From an optimization exercise on the open Yosys and OpenROAD flow, aimed at small area, a short achievable clock period and few clock cycles per item; shortcuts taken in it are not production practice.
Only simulation tests tie the RTL to the original design; equivalence was not proved.
Power figures rest on the tool's default switching activity, not on a simulated workload.

// ir_pulse_distance_transmitter
module ir_pulse_distance_transmitter (
   input  logic                  clock,
   input  logic                  reset,
   input  logic                  req_valid,
   output logic                  req_ready,
   input  logic                  req_kind,
   input  logic [63:0]           req_frame_low,
   input  logic [HIGH_BITS-1:0]  req_frame_high,
   output logic                  rsp_valid,
   input  logic                  rsp_ready,
   output logic                  rsp_ir_level,
   output logic                  rsp_busy_res,
   output logic                  rsp_frame_done,
   input  logic                  csr_we,
   input  logic [CSR_IDX_W-1:0]  csr_index,
   input  logic [CSR_DATA_W-1:0] csr_wdata
);
==> flow/config.mk <==
export PLATFORM = sky130hd
export DESIGN_NAME = ir_pulse_distance_transmitter
export DESIGN_NICKNAME = ir_pulse_distance_transmitter
export VERILOG_FILES = /design/flow/design.v
export SDC_FILE = /design/flow/constraint.sdc
export NUM_CORES = 4
export LEC_CHECK = 0
export ABC_AREA = 1
export CAP_MARGIN = 20
export CORE_MARGIN = 2
export CORE_UTILIZATION = 70
export SETUP_SLACK_MARGIN = 5
export SLEW_MARGIN = 20
==> flow/constraint.sdc <==
create_clock -name core_clock -period 8.0 [get_ports {clock}]
set_input_delay 1.6000 -clock core_clock [delete_from_list [all_inputs] [get_ports {clock}]]
set_output_delay 1.6000 -clock core_clock [all_outputs]
set_load 0.01 [all_outputs]
standard.sh (not shown) runs the stock make flow with config.mk's settings and CLKGATE_MAP_FILE= SYNTH_SCRIPT=/design/flow/synth_recipe.tcl, a recipe that flattens the netlist after the stock synthesis.
==> flow/flow/run.sh <==
#!/bin/bash
# Layout flow: the standard ORFS flow (standard synthesis unchanged), with
#  - the I/O port buffers made of plain buffers (sky130_fd_sc_hd__buf_2) instead of the
#    delay buffer buffer_ports picks by default; every port still gets its own buffer;
#  - timing repair aiming at 5.4 ns of setup slack.
set -euo pipefail
bash standard.sh "BUFFER_PORTS_ARGS=-buffer_cell sky130_fd_sc_hd__buf_2" SETUP_SLACK_MARGIN=5.4 finish > flow_orfs.log 2>&1
The first run completed with no timing, DRC or antenna violations.
Testbench counts at the start, summed over its fixed seeds: cycles 48,788, beats 48,704.
Next try:
==> flow/flow/run.sh (replaced) <==
#!/bin/bash
# Layout flow: the standard ORFS flow (standard synthesis unchanged), with
#  - the I/O port buffers made of plain buffers (sky130_fd_sc_hd__buf_2) instead of the
#    delay buffer buffer_ports picks by default; every port still gets its own buffer;
#  - timing repair aiming at 5.35 ns of setup slack.
set -euo pipefail
bash standard.sh "BUFFER_PORTS_ARGS=-buffer_cell sky130_fd_sc_hd__buf_2" SETUP_SLACK_MARGIN=5.35 finish > flow_orfs.log 2>&1
Effect:
- total power is lower by 3.3%
- final area is lower by 0.80%
- register-to-register slack is worse by 60 ps
- count of clock-buffer cells in the layout is higher by 1
- cell count is about the same

---

Another version of the RTL of ir_pulse_distance_transmitter (not shown whole).
For scale: ~1,200 cells after synthesis, ~200 flip-flops, about 100 I/O pins, about 0.011 sq mm of cells after synthesis.
export LEC_CHECK = 0
export ABC_AREA = 1
export CAP_MARGIN = 20
export CORE_MARGIN = 2
export CORE_UTILIZATION = 70
export SETUP_SLACK_MARGIN = 5
export SLEW_MARGIN = 20
create_clock -name core_clock -period 8.0 [get_ports {clock}]
==> flow/flow/run.sh <==
#!/bin/bash
# Layout flow: the standard ORFS flow (standard synthesis unchanged), with
#  - the I/O port buffers made of plain buffers (sky130_fd_sc_hd__buf_1) instead of the
#    delay buffer buffer_ports picks by default; every port still gets its own buffer;
#  - timing repair aiming at 5.3 ns of setup slack.
set -euo pipefail
bash standard.sh "BUFFER_PORTS_ARGS=-buffer_cell sky130_fd_sc_hd__buf_1" SETUP_SLACK_MARGIN=5.3 finish > flow_orfs.log 2>&1
The first run passed the timing, design-rule and antenna checks.
Testbench counts at the start, summed over its fixed seeds: cycles 48,788, beats 48,704.
Then changed:
==> flow/flow/run.sh (replaced) <==
#!/bin/bash
# Layout flow: the standard ORFS flow (standard synthesis unchanged), with
#  - the I/O port buffers made of plain buffers (sky130_fd_sc_hd__buf_2) instead of the
#    delay buffer buffer_ports picks by default; every port still gets its own buffer;
#  - timing repair aiming at 5.25 ns of setup slack.
set -euo pipefail
bash standard.sh "BUFFER_PORTS_ARGS=-buffer_cell sky130_fd_sc_hd__buf_2" SETUP_SLACK_MARGIN=5.25 finish > flow_orfs.log 2>&1
- ABC_AREA: 1 -> unset
- CTS_BUF_LIST: unset -> sky130_fd_sc_hd__clkbuf_8
Outcome:
- total power fell by well over a third
- clock-buffer cell count increases by 11
- setup slack got worse by 0.050 ns
- sequential share of layout area grows by 0.12 points
- maximum frequency goes down slightly
- worst hold slack improves by 0.023 ns
- cell count falls by about a fifth
- cell area is about the same
- register-to-register slack loses 0.09 ns
- wire length shrinks by a few percent
Then changed:
--- a/flow/flow/run.sh
+++ b/flow/flow/run.sh
@@ -5 +5 @@
-#  - timing repair aiming at 5.25 ns of setup slack.
+#  - timing repair aiming at 5.35 ns of setup slack.
@@ -7 +7 @@
-bash standard.sh "BUFFER_PORTS_ARGS=-buffer_cell sky130_fd_sc_hd__buf_2" SETUP_SLACK_MARGIN=5.25 finish > flow_orfs.log 2>&1
+bash standard.sh "BUFFER_PORTS_ARGS=-buffer_cell sky130_fd_sc_hd__buf_2" SETUP_SLACK_MARGIN=5.35 finish > flow_orfs.log 2>&1
- ABC_AREA: unset -> 1
- CTS_BUF_LIST: sky130_fd_sc_hd__clkbuf_8 -> unset
The changed run went through all stages and came out clean. Core utilization grows by 1.0 points. Total power is higher by about 100%. Wire length came out higher by 9.5%. Via count came out higher by 13%. Maximum frequency is higher by about 5%. Global-route usage increases by 1.9 points. Final cell count climbs by about 17%.
Then changed:
--- a/flow/flow/run.sh
+++ b/flow/flow/run.sh
@@ -5 +5 @@
-#  - timing repair aiming at 5.35 ns of setup slack.
+#  - timing repair aiming at 5.25 ns of setup slack.
@@ -7 +7 @@
-bash standard.sh "BUFFER_PORTS_ARGS=-buffer_cell sky130_fd_sc_hd__buf_2" SETUP_SLACK_MARGIN=5.35 finish > flow_orfs.log 2>&1
+bash standard.sh "BUFFER_PORTS_ARGS=-buffer_cell sky130_fd_sc_hd__buf_2" SETUP_SLACK_MARGIN=5.25 finish > flow_orfs.log 2>&1
- ABC_AREA: 1 -> unset
Outcome:
- via count is lower by 11%
- worst hold slack improved by 0.028 ns
- critical path depth shrinks by 3
- setup slack degrades by 0.099 ns
- routed wire length falls by 6.7%
- utilization falls by 0.23 points
- die area barely changes
- clock skew is higher by 0.0062 ns
- total power falls by 45%
Then changed:
--- a/flow/flow/run.sh
+++ b/flow/flow/run.sh
@@ -5 +5 @@
-#  - timing repair aiming at 5.25 ns of setup slack.
+#  - timing repair aiming at 5.3 ns of setup slack.
@@ -7 +7 @@
-bash standard.sh "BUFFER_PORTS_ARGS=-buffer_cell sky130_fd_sc_hd__buf_2" SETUP_SLACK_MARGIN=5.25 finish > flow_orfs.log 2>&1
+bash standard.sh "BUFFER_PORTS_ARGS=-buffer_cell sky130_fd_sc_hd__buf_2" SETUP_SLACK_MARGIN=5.3 finish > flow_orfs.log 2>&1
- ABC_AREA: unset -> 1
What happened: The new run passed the timing, design-rule and antenna checks. Via count came out higher by roughly a tenth. Wire length came out higher slightly. Fmax came out higher by a few percent. Total power came out higher by well over a third. Utilization came out lower by 0.25 points. Area after synthesis is about the same. Worst hold slack got worse by 0.031 ns. Global-route usage came out higher by 0.80 points. Register-to-register slack improved by 0.15 ns. Clock skew came out higher by 0.011 ns. First-iteration DRC count came out lower by roughly a tenth.
Then changed:
--- a/flow/flow/run.sh
+++ b/flow/flow/run.sh
@@ -5 +5 @@
-#  - timing repair aiming at 5.3 ns of setup slack.
+#  - timing repair aiming at 5.35 ns of setup slack.
@@ -7 +7 @@
-bash standard.sh "BUFFER_PORTS_ARGS=-buffer_cell sky130_fd_sc_hd__buf_2" SETUP_SLACK_MARGIN=5.3 finish > flow_orfs.log 2>&1
+bash standard.sh "BUFFER_PORTS_ARGS=-buffer_cell sky130_fd_sc_hd__buf_2" SETUP_SLACK_MARGIN=5.35 finish > flow_orfs.log 2>&1
- ABC_AREA: 1 -> unset
Effect: The new run produced a clean layout; power is lower by 42%; cell area is higher by 2.5%; worst setup slack barely changes; via count is lower by 7.7%; register-to-register slack is worse by 0.08 ns; hold slack barely changes; clock power is higher by about 23%; fmax is about the same; routed wire length is higher by 2.1%; sequential share of layout area is lower by 1.2 points; clock-buffer cell count is lower by 2.

[re-timing with driven ports]
How much do the figures lean on ideal ports? The routed layouts below were timed once more, with nothing changed but the port constraints. Step 1 sets driving cells, clkbuf_16 on the clock port and buf_2 on the other inputs (assumed; they add their load-dependent delay and slew). Step 2, shift: input delay + t, output delay - t, t = (earliest + latest rising clock arrival at the registers) / 2. This alone moves slack from input paths to output paths. Three values: ideal ports, drivers, drivers and shift; two values: the first two.
run	t (ns)	slack for setup (ns)	hold WS [ns]	latest minus earliest clock arrival (ns)	worst slew at a driven data input, ns
the first run of note 1	0.550	5.392 / 5.348 / 4.882	0.473 / 0.473 / 0.473	0.019 / 0.019	0.05
the second run of note 1	0.540	5.397 / 5.363 / 4.861	0.478 / 0.478 / 0.478	0.011 / 0.011	0.06
the first run of note 2	0.544	5.321 / 5.338 / 4.794	0.476 / 0.476 / 0.476	0.015 / 0.016	0.03
the second run of note 2	0.543	5.271 / 5.270 / 4.799	0.500 / 0.500 / 0.500	0.021 / 0.022	0.03
the third run of note 2	0.540	5.397 / 5.363 / 4.861	0.478 / 0.478 / 0.478	0.011 / 0.011	0.06
the fourth run of note 2	0.533	5.297 / 5.273 / 4.802	0.506 / 0.506 / 0.506	0.018 / 0.018	0.04
the fifth run of note 2	0.550	5.360 / 5.365 / 4.829	0.475 / 0.475 / 0.475	0.028 / 0.027	0.05
the sixth run of note 2	0.568	5.360 / 5.315 / 4.871	0.473 / 0.473 / 0.473	0.021 / 0.022	0.04
After both steps every run listed still meets setup and hold.
